Source: an optimization exercise on an open RTL-to-GDS flow (aim: a short achievable clock period and few clock cycles per item). Production flows keep margins and buffers that such runs may drop. The RTL was checked by simulation tests, not by an equivalence proof against the original design. Power is estimated from default activity; no workload was simulated.

[flow/config.mk]
export PLATFORM = sky130hd
export DESIGN_NAME = mdc_top
export DESIGN_NICKNAME = mdc_top
export VERILOG_FILES = /design/flow/design.v
export SDC_FILE = /design/flow/constraint.sdc
export NUM_CORES = 8
export LEC_CHECK = 0
export CAP_MARGIN = 20
export CORE_MARGIN = 2
export CORE_UTILIZATION = 45
export CTS_CLUSTER_DIAMETER = 150
export CTS_CLUSTER_SIZE = 18
export SETUP_SLACK_MARGIN = 1.0
export SLEW_MARGIN = 20
[flow/constraint.sdc]
create_clock -name core_clock -period 25.0 [get_ports {clk}]
set_input_delay 5.0000 -clock core_clock [delete_from_list [all_inputs] [get_ports {clk}]]
set_output_delay 5.0000 -clock core_clock [all_outputs]
set_load 0.01 [all_outputs]
[flow/design.v]
package mdc_data_pkg;
    localparam int entry_w = 11;
    localparam int n_det2 = 9;
    localparam int n_det3 = 4;
    typedef logic signed [entry_w-1:0] entry_t;
    typedef logic signed [2*entry_w:0] det2_t;
    typedef logic signed [50:0] det3_t;
    typedef struct packed {
        entry_t [0:3][0:3] e;
    } matrix_t;
    localparam int result_w = 207;
    typedef logic [result_w-1:0] result_t;
endpackage
package mdc_ctrl_pkg;
    localparam int mode_w = 5;
    localparam int mode_code_w = 9;
    localparam int data_code_w = 15;
    typedef logic [mode_w-1:0] mode_t;
    localparam mode_t mode_det3 = 5'b00110;
    typedef enum logic [1:0] {
        IDLE,
        READ,
        CALC,
        OUT
    } phase_t;
    typedef logic [3:0] step_t;
    localparam int det2_steps = 9;
    localparam int det3_steps = 12;
    typedef struct packed {
        logic  det2_en;
        logic  det3_en;
        step_t step;
        logic  load;
        logic  sel_det3;
    } ctrl_t;
endpackage
`timescale 1ns/10ps
module hamming_decoder #(
    parameter int data_w = 11
) (
    input  logic [data_w+$clog2(data_w+$clog2(data_w)+1)-1:0] code,
    output logic [data_w-1:0]                                 data
);
    localparam int par_w = $clog2(data_w + $clog2(data_w) + 1);
    localparam int code_w = data_w + par_w;
    logic [par_w-1:0]  syndrome;
    logic [code_w-1:0] fixed;
    logic [data_w-1:0] bits;
    always_comb begin
        syndrome = '0;
        for (int pos = 1; pos <= code_w; pos++) begin
            if (code[code_w-pos]) begin
                syndrome = syndrome ^ par_w'(pos);
            end
        end
    end
    always_comb begin
        for (int pos = 1; pos <= code_w; pos++) begin
            fixed[code_w-pos] = code[code_w-pos] ^ (syndrome == par_w'(pos));
        end
    end
    always_comb begin
        int k;
        k = data_w - 1;
        bits = '0;
        for (int pos = 1; pos <= code_w; pos++) begin
            if ((pos & (pos - 1)) != 0) begin
                bits[k] = fixed[code_w-pos];
                k = k - 1;
            end
        end
    end
    assign data = bits;
endmodule
`timescale 1ns/10ps
module mdc_ctrl (
    input  logic                   clk,
    input  logic                   rst_n,
    input  logic                   in_valid,
    input  logic [mdc_ctrl_pkg::mode_code_w-1:0] in_mode,
    output logic [15:0]            step,
    output logic                   mode3
);
    logic [mdc_ctrl_pkg::mode_code_w-1:0] mode_q;
    mdc_ctrl_pkg::mode_t                  mode;
    hamming_decoder #(.data_w(mdc_ctrl_pkg::mode_w)) u_mode_dec (
        .code (mode_q),
        .data (mode)
    );
    always_ff @(posedge clk or negedge rst_n) begin
        if (!rst_n) begin
            step <= '0;
        end else begin
            step[0]    <= in_valid && (step[15:0] == '0 || step[15]);
            step[15:1] <= in_valid ? step[14:0] : 15'd0;
        end
    end
    always_ff @(posedge clk) begin
        mode_q <= in_mode;
        if (step[0]) begin
            mode3 <= (mode == mdc_ctrl_pkg::mode_det3);
        end
    end
endmodule
`timescale 1ns/10ps
module matrix_store (
    input  logic                   clk,
    input  logic [mdc_ctrl_pkg::data_code_w-1:0] in_data,
    input  logic [15:0]            step,
    output logic signed [10:0]     e,
    output logic [19:0]            d_r0,
    output logic [19:0]            d_r1,
    output logic [19:0]            d_r2,
    output logic [19:0]            d_b0,
    output logic [19:0]            d_b1,
    output logic [11:0][10:0]      m,
    output logic [11:0][12:0]      m3
);
    logic [mdc_data_pkg::entry_w-1:0] entry;
    logic [10:0]                      e_r0, e_r1, e_r2, e_b0, e_b1;
    hamming_decoder #(.data_w(mdc_data_pkg::entry_w)) u_data_dec (
        .code (in_data),
        .data (entry)
    );
    booth8_rec u_rec_r0 (.x(e_r0), .dig(d_r0));
    booth8_rec u_rec_r1 (.x(e_r1), .dig(d_r1));
    booth8_rec u_rec_r2 (.x(e_r2), .dig(d_r2));
    booth8_rec u_rec_b0 (.x(e_b0), .dig(d_b0));
    booth8_rec u_rec_b1 (.x(e_b1), .dig(d_b1));
    always_ff @(posedge clk) begin
        e    <= entry;
        e_r0 <= entry & {11{|step[6:3]}};
        e_r1 <= entry & {11{|step[10:7]}};
        e_r2 <= entry & {11{|step[14:11]}};
        e_b0 <= entry & {11{step[7] || step[8] || step[9] || step[11] || step[12] || step[13]}};
        e_b1 <= entry & {11{step[8] || step[9] || step[10] || step[12] || step[13] || step[14]}};
    end
    always_ff @(posedge clk) begin
        for (int i = 0; i < 12; i++) begin
            if (step[i]) begin
                m[i]  <= e;
                m3[i] <= {e[10], e[10], e} + {e[10], e, 1'b0};
            end
        end
    end
endmodule
`timescale 1ns/10ps
module det2_unit (
    input  logic               clk,
    input  logic               step1,
    input  logic               step2,
    input  logic               sel2,
    input  logic [19:0]        dig,
    input  logic signed [10:0] a,
    input  logic signed [10:0] b,
    input  logic signed [12:0] a3,
    input  logic signed [12:0] b3,
    output logic signed [22:0] r,
    output logic signed [22:0] y
);
    booth8_mac #(.W(23), .CW(11)) u_mac (
        .dig (dig),
        .c   (sel2 ? a : b),
        .c3  (sel2 ? a3 : b3),
        .add (step2 ? ~y : 23'sd0),
        .cin (step2),
        .negp(1'b0),
        .r   (r)
    );
    always_ff @(posedge clk) begin
        if (step1 || step2) begin
            y <= r;
        end
    end
endmodule
`timescale 1ns/10ps
module booth8_rec (
    input  logic [10:0] x,
    output logic [19:0] dig
);
    logic [12:0] xe;
    assign xe = {x[10], x, 1'b0};
    always_comb begin
        for (int i = 0; i < 4; i++) begin
            logic       n;
            logic [2:0] t;
            n = xe[3*i+3];
            t = xe[3*i+2 -: 3] ^ {3{n}};
            dig[5*i+4] = n;
            dig[5*i+3] = (t == 3'b111);
            dig[5*i+2] = (t == 3'b101) || (t == 3'b110);
            dig[5*i+1] = (t == 3'b011) || (t == 3'b100);
            dig[5*i+0] = (t == 3'b001) || (t == 3'b010);
        end
    end
endmodule
module booth8_mac #(
    parameter int W  = 34,
    parameter int CW = 23
) (
    input  logic [19:0]          dig,
    input  logic signed [CW-1:0] c,
    input  logic signed [CW+1:0] c3,
    input  logic signed [W-1:0]  add,
    input  logic                 cin,
    input  logic                 negp,
    output logic signed [W-1:0]  r
);
    logic signed [W-1:0] row [4];
    logic signed [W-1:0] ones;
    logic signed [W-1:0] ones0;
    logic [3:0]          neg;
    always_comb begin
        ones = '0;
        ones[0] = cin;
        for (int i = 0; i < 4; i++) begin
            neg[i] = dig[5*i+4] ^ negp;
        end
        for (int i = 0; i < 4; i++) begin
            logic signed [CW+1:0] mag;
            logic signed [W-1:0]  ext;
            mag = ({(CW+2){dig[5*i+0]}} & {{2{c[CW-1]}}, c})
                | ({(CW+2){dig[5*i+1]}} & {c[CW-1], c, 1'b0})
                | ({(CW+2){dig[5*i+2]}} & c3)
                | ({(CW+2){dig[5*i+3]}} & {c, 2'b00});
            ext = {{(W-CW-2){mag[CW+1]}}, mag} ^ {W{neg[i]}};
            row[i] = ext <<< (3*i);
        end
        for (int i = 1; i < 4; i++) begin
            ones[3*i] = neg[i];
        end
    end
    assign ones0 = {{(W-1){1'b0}}, neg[0]};
    assign r = row[0] + row[1] + row[2] + row[3] + add + ones + ones0;
endmodule
module det3_unit (
    input  logic               clk,
    input  logic               first,
    input  logic               negp,
    input  logic [19:0]        dig,
    input  logic signed [22:0] y,
    input  logic signed [24:0] y3,
    output logic signed [33:0] r,
    output logic signed [33:0] acc
);
    booth8_mac #(.W(34), .CW(23)) u_mac (
        .dig (dig),
        .c   (y),
        .c3  (y3),
        .add (first ? 34'sd0 : acc),
        .cin (1'b0),
        .negp(negp),
        .r   (r)
    );
    always_ff @(posedge clk) begin
        acc <= r;
    end
endmodule
`timescale 1ns/10ps
module result_reg (
    input  logic                   clk,
    input  logic                   rst_n,
    input  logic [15:0]            step,
    input  logic                   mode3,
    input  logic signed [33:0]     acc0,
    input  logic signed [33:0]     acc1,
    input  logic signed [33:0]     r1,
    input  logic [8:0][22:0]       win,
    output logic                   out_valid,
    output mdc_data_pkg::result_t  out_data
);
    logic signed [33:0] res0;
    logic signed [33:0] res1;
    always_ff @(posedge clk) begin
        if (step[11]) res0 <= acc0;    
        if (step[12]) res1 <= acc1;    
    end
    always_ff @(posedge clk or negedge rst_n) begin
        if (!rst_n) begin
            out_valid <= 1'b0;
        end else begin
            out_valid <= step[15];
        end
    end
    always_ff @(posedge clk) begin
        if (mode3) begin
            out_data <= {3'b000, {17{res0[33]}}, res0, {17{res1[33]}}, res1,
                         {17{acc0[33]}}, acc0, {17{r1[33]}}, r1};
        end else begin
            out_data <= win;
        end
    end
endmodule
`timescale 1ns/10ps
module mdc_top (
    input  logic                   clk,
    input  logic                   rst_n,
    input  logic                   in_valid,
    input  logic [mdc_ctrl_pkg::data_code_w-1:0] in_data,
    input  logic [mdc_ctrl_pkg::mode_code_w-1:0] in_mode,
    output logic                   out_valid,
    output mdc_data_pkg::result_t                out_data
);
    logic [15:0]        step;
    logic               mode3;
    logic signed [10:0] e;
    logic [19:0]        d_r0, d_r1, d_r2, d_b0, d_b1;
    logic [11:0][10:0]  m;
    logic [11:0][12:0]  m3;
    mdc_ctrl u_ctrl (
        .clk      (clk),
        .rst_n    (rst_n),
        .in_valid (in_valid),
        .in_mode  (in_mode),
        .step     (step),
        .mode3    (mode3)
    );
    matrix_store u_store (
        .clk      (clk),
        .in_data  (in_data),
        .step     (step),
        .e        (e),
        .d_r0     (d_r0),
        .d_r1     (d_r1),
        .d_r2     (d_r2),
        .d_b0     (d_b0),
        .d_b1     (d_b1),
        .m        (m),
        .m3       (m3)
    );
    logic signed [22:0] y0_01, y0_02, y0_12, y0_13, y0_23;
    logic signed [22:0] y1_01, y1_02, y1_12, y1_13, y1_23;
    logic signed [22:0] y2_01, y2_12, y2_23;
    logic signed [22:0] r2_23;
    logic [15:5]        sel;
    always_ff @(posedge clk) begin
        sel <= step[14:4];
    end
    logic signed [22:0] r_unused [12];
    det2_unit u_y0_01 (.clk(clk), .step1(step[4]),  .step2(step[5]),  .sel2(sel[5]),  .dig(d_r0), .a(m[0]), .b(m[1]), .a3(m3[0]), .b3(m3[1]), .r(r_unused[0]),  .y(y0_01));
    det2_unit u_y0_02 (.clk(clk), .step1(step[4]),  .step2(step[6]),  .sel2(sel[6]),  .dig(d_r0), .a(m[0]), .b(m[2]), .a3(m3[0]), .b3(m3[2]), .r(r_unused[1]),  .y(y0_02));
    det2_unit u_y0_12 (.clk(clk), .step1(step[5]),  .step2(step[6]),  .sel2(sel[6]),  .dig(d_r0), .a(m[1]), .b(m[2]), .a3(m3[1]), .b3(m3[2]), .r(r_unused[2]),  .y(y0_12));
    det2_unit u_y0_13 (.clk(clk), .step1(step[5]),  .step2(step[7]),  .sel2(sel[7]),  .dig(d_r0), .a(m[1]), .b(m[3]), .a3(m3[1]), .b3(m3[3]), .r(r_unused[3]),  .y(y0_13));
    det2_unit u_y0_23 (.clk(clk), .step1(step[6]),  .step2(step[7]),  .sel2(sel[7]),  .dig(d_r0), .a(m[2]), .b(m[3]), .a3(m3[2]), .b3(m3[3]), .r(r_unused[4]),  .y(y0_23));
    det2_unit u_y1_01 (.clk(clk), .step1(step[8]),  .step2(step[9]),  .sel2(sel[9]),  .dig(d_r1), .a(m[4]), .b(m[5]), .a3(m3[4]), .b3(m3[5]), .r(r_unused[5]),  .y(y1_01));
    det2_unit u_y1_02 (.clk(clk), .step1(step[8]),  .step2(step[10]), .sel2(sel[10]), .dig(d_r1), .a(m[4]), .b(m[6]), .a3(m3[4]), .b3(m3[6]), .r(r_unused[6]),  .y(y1_02));
    det2_unit u_y1_12 (.clk(clk), .step1(step[9]),  .step2(step[10]), .sel2(sel[10]), .dig(d_r1), .a(m[5]), .b(m[6]), .a3(m3[5]), .b3(m3[6]), .r(r_unused[7]),  .y(y1_12));
    det2_unit u_y1_13 (.clk(clk), .step1(step[9]),  .step2(step[11]), .sel2(sel[11]), .dig(d_r1), .a(m[5]), .b(m[7]), .a3(m3[5]), .b3(m3[7]), .r(r_unused[8]),  .y(y1_13));
    det2_unit u_y1_23 (.clk(clk), .step1(step[10]), .step2(step[11]), .sel2(sel[11]), .dig(d_r1), .a(m[6]), .b(m[7]), .a3(m3[6]), .b3(m3[7]), .r(r_unused[9]),  .y(y1_23));
    det2_unit u_y2_01 (.clk(clk), .step1(step[12]), .step2(step[13]), .sel2(sel[13]), .dig(d_r2), .a(m[8]), .b(m[9]), .a3(m3[8]), .b3(m3[9]), .r(r_unused[10]), .y(y2_01));
    det2_unit u_y2_12 (.clk(clk), .step1(step[13]), .step2(step[14]), .sel2(sel[14]), .dig(d_r2), .a(m[9]), .b(m[10]), .a3(m3[9]), .b3(m3[10]), .r(r_unused[11]), .y(y2_12));
    det2_unit u_y2_23 (.clk(clk), .step1(step[14]), .step2(step[15]), .sel2(sel[15]), .dig(d_r2), .a(m[10]), .b(m[11]), .a3(m3[10]), .b3(m3[11]), .r(r2_23),       .y(y2_23));
    logic signed [22:0] yb0, yb1;
    logic signed [22:0] yb0_nx, yb1_nx;
    logic signed [24:0] yb0_3, yb1_3;
    logic               first0, first1;
    logic               neg0, neg1;
    logic signed [33:0] rb0, rb1;
    logic signed [33:0] acc0, acc1;
    always_ff @(posedge clk) begin
        first0 <= step[7] || step[11];
        first1 <= step[8] || step[12];
        neg0   <= step[8] || step[12];
        neg1   <= step[9] || step[13];
        yb0   <= yb0_nx;
        yb1   <= yb1_nx;
        yb0_3 <= {yb0_nx[22], yb0_nx[22], yb0_nx} + {yb0_nx[22], yb0_nx, 1'b0};
        yb1_3 <= {yb1_nx[22], yb1_nx[22], yb1_nx} + {yb1_nx[22], yb1_nx, 1'b0};
    end
    always_comb begin
        case (1'b1)
            step[7]:  yb0_nx = y0_12;
            step[8]:  yb0_nx = y0_02;
            step[9]:  yb0_nx = y0_01;
            step[11]: yb0_nx = y1_12;
            step[12]: yb0_nx = y1_02;
            default:  yb0_nx = y1_01;
        endcase
        case (1'b1)
            step[8]:  yb1_nx = y0_23;
            step[9]:  yb1_nx = y0_13;
            step[10]: yb1_nx = y0_12;
            step[12]: yb1_nx = y1_23;
            step[13]: yb1_nx = y1_13;
            default:  yb1_nx = y1_12;
        endcase
    end
    det3_unit u_blk0 (.clk(clk), .first(first0), .negp(neg0), .dig(d_b0), .y(yb0), .y3(yb0_3), .r(rb0), .acc(acc0));
    det3_unit u_blk1 (.clk(clk), .first(first1), .negp(neg1), .dig(d_b1), .y(yb1), .y3(yb1_3), .r(rb1), .acc(acc1));
    result_reg u_result (
        .clk       (clk),
        .rst_n     (rst_n),
        .step      (step),
        .mode3     (mode3),
        .acc0      (acc0),
        .acc1      (acc1),
        .r1        (rb1),
        .win       ({y0_01, y0_12, y0_23, y1_01, y1_12, y1_23, y2_01, y2_12, r2_23}),
        .out_valid (out_valid),
        .out_data  (out_data)
    );
endmodule
[flow/flow/run.sh]
#!/bin/bash
# Standard ORFS layout (the standard.sh, standard synthesis included),
# with repair_timing asked to keep a large setup margin so that it works
# on the paths that set the achieved period; the clock period and all
# constraints stay the design's.
set -euo pipefail
cd "$(dirname "$0")/.."
bash standard.sh SETUP_SLACK_MARGIN=19.3 finish > flow_make.log 2>&1
[flow/standard.sh]
#!/bin/bash
# synth_recipe.tcl (not shown) runs the flow's synth.tcl, then flattens the netlist and writes it again
# the make line also repeats each setting of config.mk as NAME=value (left out here)
make -C /OpenROAD-flow-scripts/flow DESIGN_CONFIG=/design/flow/config.mk WORK_HOME=/design/flow/orfs CLKGATE_MAP_FILE= SYNTH_SCRIPT=/design/flow/synth_recipe.tcl "${@:-finish}"
==> results of run 1 <==
logic make-up (layout without fill, tap and decap cells):
logic type,after synthesis,after routing,share of synthesized area (%)
DFF,1103,1103,25.8
other,0,24,0
buffers and inverters,2092,2350,7.14
xor gates and xnor gates,1169,1169,9.28
adders and majority gates,1651,1651,24.4
muxes,426,426,4.19
and+or+nand+nor,2491,2496,10.6
AOI/OAI and AO/OA,3036,3036,18.6
area by class of cell:
cell class | instances | area share (%)
Sequential cell | 1103 | 22.0
Timing Repair Buffer | 860 | 7.56
Antenna cell | 24 | 0.0458
Clock buffer | 123 | 1.57
Clock inverter | 14 | 0.156
Multi-Input combinational cell | 8778 | 61.7
Inverter | 1353 | 3.92
Tap cell | 3202 | 3.06
layout by cell type, fill, tap and decap left out, types with 75 or more instances in the layout:
| master | instances |
|---|---|
| nand2_1 | 747 |
| o21ai_1 | 75 |
| dfxtp_1 | 257 |
| nand3_1 | 99 |
| a221oi_2 | 99 |
| o21ai_0 | 406 |
| nor3_1 | 92 |
| a22oi_1 | 217 |
| buf_4 | 387 |
| mux2_2 | 216 |
| ha_1 | 739 |
| edfxtp_1 | 632 |
| nor2b_1 | 376 |
| buf_6 | 205 |
| a22o_1 | 117 |
| o22ai_1 | 285 |
| nand2b_1 | 148 |
| a21oi_1 | 527 |
| nor2_1 | 616 |
| fa_1 | 827 |
| a21oi_2 | 109 |
| dfxtp_2 | 159 |
| buf_12 | 85 |
| clkbuf_16 | 107 |
| a21o_1 | 137 |
| inv_1 | 1324 |
| a211oi_1 | 99 |
| a221oi_1 | 247 |
| xnor2_1 | 889 |
| mux2i_1 | 103 |
| xor2_1 | 165 |
stage by stage:
| step | worst slack (ps) | hold WS, ps |
|---|---|---|
| 6_report | 18550 | 426 |
| 2_1_floorplan | 18560 | 397 |
| 4_1_cts | 18520 | 425 |
| 3_5_place_dp | 17330 | 406 |
| 5_1_grt | 18540 | 434 |
| 3_3_place_gp | 17310 | 410 |
layer usage:
layer	track usage, %	wire length (um)	vias up
li1	-	-	42100
met1	44.9	175000	48100
met2	53.5	199000	6104
met3	7.62	51800	1535
met4	21.0	37400	16
met5	0	120	-
state kept, by name, summed over array words and instances (netlist names), 24 cells and up:
name / count
u_result.out_data: 207
u_store.m3: 152
u_store.m: 112
u_blk0.acc: 34
u_blk1.acc: 34
u_result.res0: 34
u_result.res1: 34
yb0_3: 24
yb1_3: 24
timing repair:
item | in CTS | in global routing
pin swaps | 114 | 255
cloned | 39 | 38
setup endpoints to repair | 552 | 405
resized for setup | 1887 | 976
buffers inserted | 149 | 219
power groups by stage:
stage	registers (W)	logic, W	clock network [W]
2_1_floorplan	0.00229	0.00115	0
3_3_place_gp	0.00244	0.00176	0
3_5_place_dp	0.00244	0.00180	0
4_1_cts	0.00241	0.00192	0.00134
5_1_grt	0.00242	0.00226	0.00139
6_report	0.00242	0.00210	0.00133
worst paths after layout:
| path | startpoint | to | depth (start not counted) |
|---|---|---|---|
| worst max-delay path | u_result.out_valid | out_valid | 1 |
| worst min-delay path | u_blk1.acc[10] | u_result.res1[10] | 0 |
| worst max register to register | u_store.e_r1[1] | u_y1_12.y[21] | 19 |
| worst min register to register | u_blk1.acc[10] | u_result.res1[10] | 0 |
| max in group asynchronous | rst_n | u_result.out_valid | 2 |
| min in group asynchronous | rst_n | u_ctrl.step[4] | 2 |
==> flow_metrics.py, run 1 <==
metrics = {
    "logic_synthesis": {
        "yosysUniqueCellTypes": 102,
        "async_flop_share_pct": 1.54,
        "synthTopCellsByArea": "edfxtp_1 (17%), fa_1 (15%), ha_1 (9.1%), dfxtp_1 (8.2%), xnor2_1 (7.7%)",
        "synth_top_area_cell": "edfxtp_1",
        "syn_avg_cell_area_um2": 9.23,
        "ys_warn_count": 14,
        "yosysTopAreaCellShare_pct": 17.2,
        "dominantRegCellSynth": "edfxtp_1",
        "synth.cell_area_um2": 111000,
        "synth-edff-count": 632,
        "yosys.cell_count.top_type": "inv_1",
        "synth_common_cells": "inv_1 (1346), xnor2_1 (972), fa_1 (847)",
        "ys_seq_area_share_pct": 25.8,
        "synth-seq-cells": 1103,
        "synth_cells": 12000,
        "syn_nets": 13600,
    },
    "clocking": {
        "htreeDepth": 3,
        "ctsHoldBuffers": 0,
        "cts.sinks": 1103,
        "clk_path_buf_depth": 3,
        "clock_latency_ps": 810,
        "clk_pin_slew_ps": 80,
        "root_buffer": "clkbuf_16",
        "cts_buffers": 74,
        "cts_tree": "done",
    },
    "final_layout": {
        "num-nets-final": 13800,
        "postLayoutCoreUtil_pct": 53.8,
        "n_fill_cell": 21900,
        "syn2layout_area_growth_pct": 18.6,
        "layout.area.seq_um2": 28900,
        "final_cell_area_um2": 131000,
        "drive_gt1_share_pct": 19.9,
        "multi_input_comb_area_um2": 80800,
        "layoutNonFillerInstCount": 15500,
    },
    "worst_setup_path": {
        "crit_family": "flip-flops",
        "cp_slowest_stage_delay_ps": 520,
        "slowest_stage": "dfrtp_2",
        "worstPathCellList": "buf_6",
        "worstPathArrival_ps": 1450,
        "required_ps": 20000,
        "start_kind": "flip-flop",
        "r2r_slack_ps": 19140,
        "crit_buf_inv": 1,
        "cp_max_fo": 1,
        "endpoint_kind": "output pin",
        "path_class": "reg2out",
    },
    "die": {
        "start_util_pct": 45.4,
        "die_h_um": 500,
        "die_w_um": 500,
        "ios": 235,
        "num_rows": 181,
        "coreArea_um2": 244000,
        "die-area_um2": 250000,
    },
    "route": {
        "totalWireLength_um": 463000,
        "drt_iter0_drc": 12800,
        "ant_nets": 0,
        "viasPerCell": 6.33,
        "vias": 97800,
        "drc": 0,
        "dr.pass1.iters": 10,
        "wl_per_cell_um": 30.0,
    },
    "pwr": {
        "p_int_w": 0.00361,
        "pwr-share-clk_pct": 22.8,
        "swShare_pct": 38.4,
        "p_total_w": 0.00585,
        "leakage_nw": 54.4,
        "sequentialPowerShare_pct": 41.4,
        "ir_drop_uv": 62.3,
        "comb_power_share_pct": 35.8,
        "power_density_nw_per_um2": 44.7,
        "switchingPower_w": 0.00225,
    },
    "sta": {
        "fmax_mhz": 155,
        "worst_pin_slew_ps": 1230,
        "finalClockSkew_ps": 49.6,
        "fin_crit_sh_pct": 25.8,
        "rsz0062_at_grt": "yes",
        "setup_viol": 0,
        "setup_tns_ps": 0,
        "slew_headroom_pct": 17.2,
        "hold_viol": 0,
        "min_period_ps": 6450,
        "maxSlewViolCount": 0,
    },
    "placement": {
        "dpl.cell_count": 14900,
        "gp_congestion": 0.978,
        "placed_cell_area_um2": 116000,
        "dp_hpwl_um": 329000,
        "portBuffers": 234,
    },
    "global_routing": {
        "grt_overflow": 0,
        "grt_pass1_vias": 93600,
        "grt_max_degree": 93,
        "grt_pass1_wl_um": 643000,
        "grt_util_all_layers_pct": 34.8,
        "grt_antenna_before_repair": 46,
    },
    "worst_hold_path": {
        "hold_class": "reg2reg",
    },
    "status": {
        "status": "finished clean",
    },
    "flow_run": {
        "maxCapViolCount": 0,
    },
}
Testbench counts, summed over its fixed seeds: cycles 6,528, matrices 384.
==> run 2: changes to the inputs <==
--- a/flow/design.v
+++ b/flow/design.v
@@ -119,7 +119,22 @@
     logic [mdc_data_pkg::entry_w-1:0] entry;
+    logic [10:0]                      x_r0, x_r1, x_r2, x_b0, x_b1;
     logic [10:0]                      e_r0, e_r1, e_r2, e_b0, e_b1;
-    hamming_decoder #(.data_w(mdc_data_pkg::entry_w)) u_data_dec (
-        .code (in_data),
-        .data (entry)
-    );
+    logic                             en_r0, en_r1, en_r2, en_b0, en_b1;
+    assign en_r0 = |step[6:3];
+    assign en_r1 = |step[10:7];
+    assign en_r2 = |step[14:11];
+    assign en_b0 = step[7] || step[8] || step[9] || step[11] || step[12] || step[13];
+    assign en_b1 = step[8] || step[9] || step[10] || step[12] || step[13] || step[14];
+    hamming_decoder #(.data_w(mdc_data_pkg::entry_w)) u_dec (
+        .code (in_data), .data (entry));
+    hamming_decoder #(.data_w(mdc_data_pkg::entry_w)) u_dec_r0 (
+        .code (in_data & {15{en_r0}}), .data (x_r0));
+    hamming_decoder #(.data_w(mdc_data_pkg::entry_w)) u_dec_r1 (
+        .code (in_data & {15{en_r1}}), .data (x_r1));
+    hamming_decoder #(.data_w(mdc_data_pkg::entry_w)) u_dec_r2 (
+        .code (in_data & {15{en_r2}}), .data (x_r2));
+    hamming_decoder #(.data_w(mdc_data_pkg::entry_w)) u_dec_b0 (
+        .code (in_data & {15{en_b0}}), .data (x_b0));
+    hamming_decoder #(.data_w(mdc_data_pkg::entry_w)) u_dec_b1 (
+        .code (in_data & {15{en_b1}}), .data (x_b1));
     booth8_rec u_rec_r0 (.x(e_r0), .dig(d_r0));
@@ -131,7 +146,7 @@
         e    <= entry;
-        e_r0 <= entry & {11{|step[6:3]}};
-        e_r1 <= entry & {11{|step[10:7]}};
-        e_r2 <= entry & {11{|step[14:11]}};
-        e_b0 <= entry & {11{step[7] || step[8] || step[9] || step[11] || step[12] || step[13]}};
-        e_b1 <= entry & {11{step[8] || step[9] || step[10] || step[12] || step[13] || step[14]}};
+        e_r0 <= x_r0;
+        e_r1 <= x_r1;
+        e_r2 <= x_r2;
+        e_b0 <= x_b0;
+        e_b1 <= x_b1;
     end
==> flow/flow/run.sh (replaced) <==
#!/bin/bash
# Standard ORFS layout (the standard.sh, standard synthesis included),
# with two changes to how the layout is made; the clock period and all
# constraints stay the design's:
# - repair_timing is asked to keep a large setup margin, so that it works
#   on the paths that set the achieved period;
# - before detailed placement, each register that drives an output port's
#   buffer is put next to that buffer (place_outs.tcl).
set -euo pipefail
cd "$(dirname "$0")/.."
bash standard.sh SETUP_SLACK_MARGIN=19.3 \
  PRE_DETAIL_PLACE_TCL="$PWD/flow/place_outs.tcl" \
  finish > flow_make.log 2>&1
==> flow/flow/place_outs.tcl (new file) <==
# Before detailed placement (which then legalizes them), put each register
# that drives an output port's buffer next to that buffer: the path from
# these registers to the ports is the tightest in the design.
set block [ord::get_db_block]
set moved 0
foreach bt [$block getBTerms] {
  if {[$bt getIoType] ne "OUTPUT"} { continue }
  set net [$bt getNet]
  if {$net eq "NULL"} { continue }
  set buf ""
  foreach it [$net getITerms] {
    if {[$it isOutputSignal]} { set buf [$it getInst] }
  }
  if {$buf eq ""} { continue }
  set ff ""
  foreach it [$buf getITerms] {
    if {[$it isInputSignal] && [$it getNet] ne "NULL"} {
      foreach jt [[$it getNet] getITerms] {
        if {[$jt isOutputSignal]} { set ff [$jt getInst] }
      }
    }
  }
  if {$ff eq "" || ![[$ff getMaster] isSequential]} { continue }
  lassign [$buf getLocation] x y
  $ff setLocation $x $y
  incr moved
}
puts "PLACE_OUTS: moved $moved registers next to their output buffers"
==> run 2 against run 1 <==
Sequential cell count stayed put. Setup slack better by 150 ps. Power shrank 2.8%. Critical endpoint unchanged. Largest cell class unchanged. Still clean. First-iteration DRC count decreased by 6.2%. Die area is 1.7% lower. Via count down 2.2%. Sequential share of layout area grew 0.20 points.
==> flow_metrics.py, run 2 <==
metrics = {
    "status": {
        "status": "finished clean",
    },
    "global_routing": {
        "grt_pass1_vias": 92900,
        "grt_max_degree": 115,
        "grt_pass1_wl_um": 642000,
        "grt_antenna_before_repair": 51,
        "grt_overflow": 0,
        "grt_util_all_layers_pct": 35.6,
    },
    "placement": {
        "dp_hpwl_um": 320000,
        "gp_congestion": 1.02,
        "dpl.cell_count": 14600,
        "portBuffers": 234,
        "place_ws_ps": 17240,
    },
    "worst_setup_path": {
        "required_ps": 20000,
        "cp_max_fo": 1,
        "worstPathArrival_ps": 1300,
        "r2r_slack_ps": 19170,
        "start_kind": "flip-flop",
        "endpoint_kind": "output pin",
        "path_class": "reg2out",
        "rr_startpoint": "u_store.e_r2[2]",
        "rr_worst_depth": 22,
        "crit_buf_inv": 1,
        "cp_slowest_stage_delay_ps": 380,
        "slowest_stage": "dfrtp_1",
        "crit_family": "flip-flops",
        "worstReg2RegEnd": "u_result.out_data[22]",
        "worstPathCellList": "buf_2",
    },
    "worst_hold_path": {
        "hold_path.startpoint": "u_blk1.acc[2]",
        "hold_path_depth": 0,
        "hold_end": "u_result.res1[2]",
        "hold_class": "reg2reg",
    },
    "sta": {
        "rsz0062_at_grt": "yes",
        "fin_crit_sh_pct": 25.2,
        "finalClockSkew_ps": 55.2,
        "setup_viol": 0,
        "hold_slack_ps": 434,
        "hold_viol": 0,
        "setup_slack_ps": 18700,
        "fmax_mhz": 159,
        "min_period_ps": 6300,
        "slew_headroom_pct": 12.7,
        "maxSlewViolCount": 0,
        "worst_pin_slew_ps": 1300,
        "setup_tns_ps": 0,
    },
    "logic_synthesis": {
        "yosys.cell_count.top_type": "inv_1",
        "synthTopCellsByArea": "edfxtp_1 (17%), fa_1 (16%), ha_1 (9.3%), dfxtp_1 (8.4%), xnor2_1 (7.8%)",
        "dominantRegCellSynth": "edfxtp_1",
        "synth_common_cells": "inv_1 (1350), xnor2_1 (973), fa_1 (847)",
        "syn_avg_cell_area_um2": 9.24,
        "ys_warn_count": 14,
        "yosysUniqueCellTypes": 83,
        "syn_nets": 13400,
        "synth-edff-count": 632,
        "async_flop_share_pct": 1.54,
        "ys_seq_area_share_pct": 26.2,
        "synth_top_area_cell": "edfxtp_1",
        "yosysTopAreaCellShare_pct": 17.5,
        "synth-seq-cells": 1103,
        "synth.cell_area_um2": 109000,
        "synth_cells": 11800,
    },
    "clocking": {
        "clk_path_buf_depth": 3,
        "cts_buffers": 73,
        "clk_pin_slew_ps": 90,
        "root_buffer": "clkbuf_16",
        "htreeDepth": 3,
        "cts_tree": "done",
        "cts.sinks": 1103,
        "clock_latency_ps": 820,
    },
    "pwr": {
        "sequentialPowerShare_pct": 41.8,
        "comb_power_share_pct": 35.1,
        "p_int_w": 0.00355,
        "ir_drop_uv": 56.9,
        "p_total_w": 0.00569,
        "pwr-share-clk_pct": 23.1,
        "switchingPower_w": 0.00214,
        "power_density_nw_per_um2": 43.8,
        "swShare_pct": 37.6,
        "leakage_nw": 54.1,
    },
    "route": {
        "dr.pass1.iters": 11,
        "ant_nets": 0,
        "vias": 95600,
        "viasPerCell": 6.25,
        "totalWireLength_um": 457000,
        "drt_iter0_drc": 12000,
        "drc": 0,
        "wl_per_cell_um": 29.9,
    },
    "die": {
        "die_w_um": 495,
        "ios": 235,
        "die-area_um2": 245000,
        "coreArea_um2": 240000,
        "start_util_pct": 45.2,
        "num_rows": 180,
        "die_h_um": 495,
    },
    "flow_run": {
        "maxCapViolCount": 0,
    },
    "final_layout": {
        "regMostFlops": "u_result.out_data",
        "drive_gt1_share_pct": 20.2,
        "num-nets-final": 13700,
        "syn2layout_area_growth_pct": 19.5,
        "layoutNonFillerInstCount": 15300,
        "largest_reg_flops": 207,
        "final_common_cell": "inv_1",
        "biggestRegsByFlops": "u_result.out_data: 207 flops, u_store.m3: 146 flops, u_store.m: 118 flops",
        "layout_common_cells": "inv_1 (1318), xnor2_1 (909), fa_1 (827)",
    },
}
[run 2: cells by family (layout without fill, tap and decap cells)]
logic type,count (synthesis),in the layout,share of synthesized area [%]
adder cells (fa/ha/maj),1651,1651,24.9
AND/OR/NAND/NOR,2392,2398,10.4
XOR/XNOR,1214,1215,9.79
buffers and inverters,2098,2418,7.27
flip-flops,1103,1103,26.2
other,0,24,0
multiplexers,382,384,3.82
AO/OA/AOI/OAI,2918,2918,17.7
[run 2: power by group through the flow]
stage                     Clock, W  Combinational, W  Sequential, W
after CTS                  0.00133           0.00184        0.00236
after floorplan                  0           0.00108        0.00230
after detailed placement         0           0.00172        0.00239
final                      0.00131           0.00200        0.00238
after global routing       0.00138           0.00216        0.00238
after global placement           0           0.00168        0.00240
[run 2: area by class of cell]
cell class                 instances  area (um^2)
timing repair buffer             931        10700
clock inverter                    12          184
clock buffer                     122         2030
multi-input combinational       8566        78900
sequential                      1103        28900
tap                             3185         3990
antenna                           24         60.1
timing repair inverter             1         5.00
fill                           21300       110000
inverter                        1352         5120
[run 2: per-stage QoR]
| step | instance area [um^2] | utilization, % |
|---|---|---|
| floorplan | 109000 | - |
| finish | 130000 | 54.0 |
| detailed placement | 114000 | 47.5 |
| CTS | 123000 | 51.4 |
| global route | 130000 | 54.0 |
| global placement | 114000 | 47.5 |
[run 2: per-layer routing]
layer	GRT usage (%)	wire, um	up-vias
met5	0	124	-
met4	25.7	41900	18
met3	8.94	50000	1515
met2	52.2	191000	5802
met1	45.6	174000	47100
li1	-	-	41200
[run 2: how the worst max path moves through the flow]
stage	to	slack, ps	start	cells past startpoint
2_1_floorplan	u_store.e_r1[5]	18480	in_data[12]	8
3_3_place_gp	u_y1_23.y[22]	17350	u_store.e_r1[5]	23
3_5_place_dp	u_y1_23.y[22]	17240	u_store.e_r1[5]	23
4_1_cts	out_valid	18670	u_result.out_valid	1
5_1_grt	out_valid	18660	u_result.out_valid	1
6_report	out_valid	18700	u_result.out_valid	1
[run 2: timing repair]
action	CTS	global route
endpoints found under the setup margin	560	411
resized for setup	1913	907
hold buffers	0	0
cloned	58	26
pin swaps	163	298
setup buffers	224	190
Testbench counts of run 2, summed over its fixed seeds: cycles 6,528, matrices 384.

[separate check: timing with driven ports]
In the flow no input, the clock included, has a driving cell. The finished layouts below were timed again as built, in two steps.
Step 1: set_driving_cell puts a clkbuf_16 on clk and a buf_2 on each other input, an assumption about the parent block.
Step 2 times the ports against the registers' clock, not the clock port: input delays grow and output delays shrink by t, the midpoint of the rising clock arrivals with the driver on.
a / b / c = no drivers / after step 1 / after step 2; a / b = the first two.
| run | t (ns) | slack for setup (ns) | worst setup path at the end | worst register clock-pin slew, ns | worst slew at a driven data input, ns |
|---|---|---|---|---|---|
| run 1 | 0.885 | 18.545 / 18.448 / 17.912 | input to register | 0.11 / 0.11 | 0.31 |
| run 2 | 0.896 | 18.698 / 18.594 / 18.139 | input to register | 0.10 / 0.10 | 0.22 |
After both steps setup and hold are still met in every run listed. The setup slack of run 1, which loses most, moves by -0.097 ns with the drivers and by -0.633 ns with both steps.
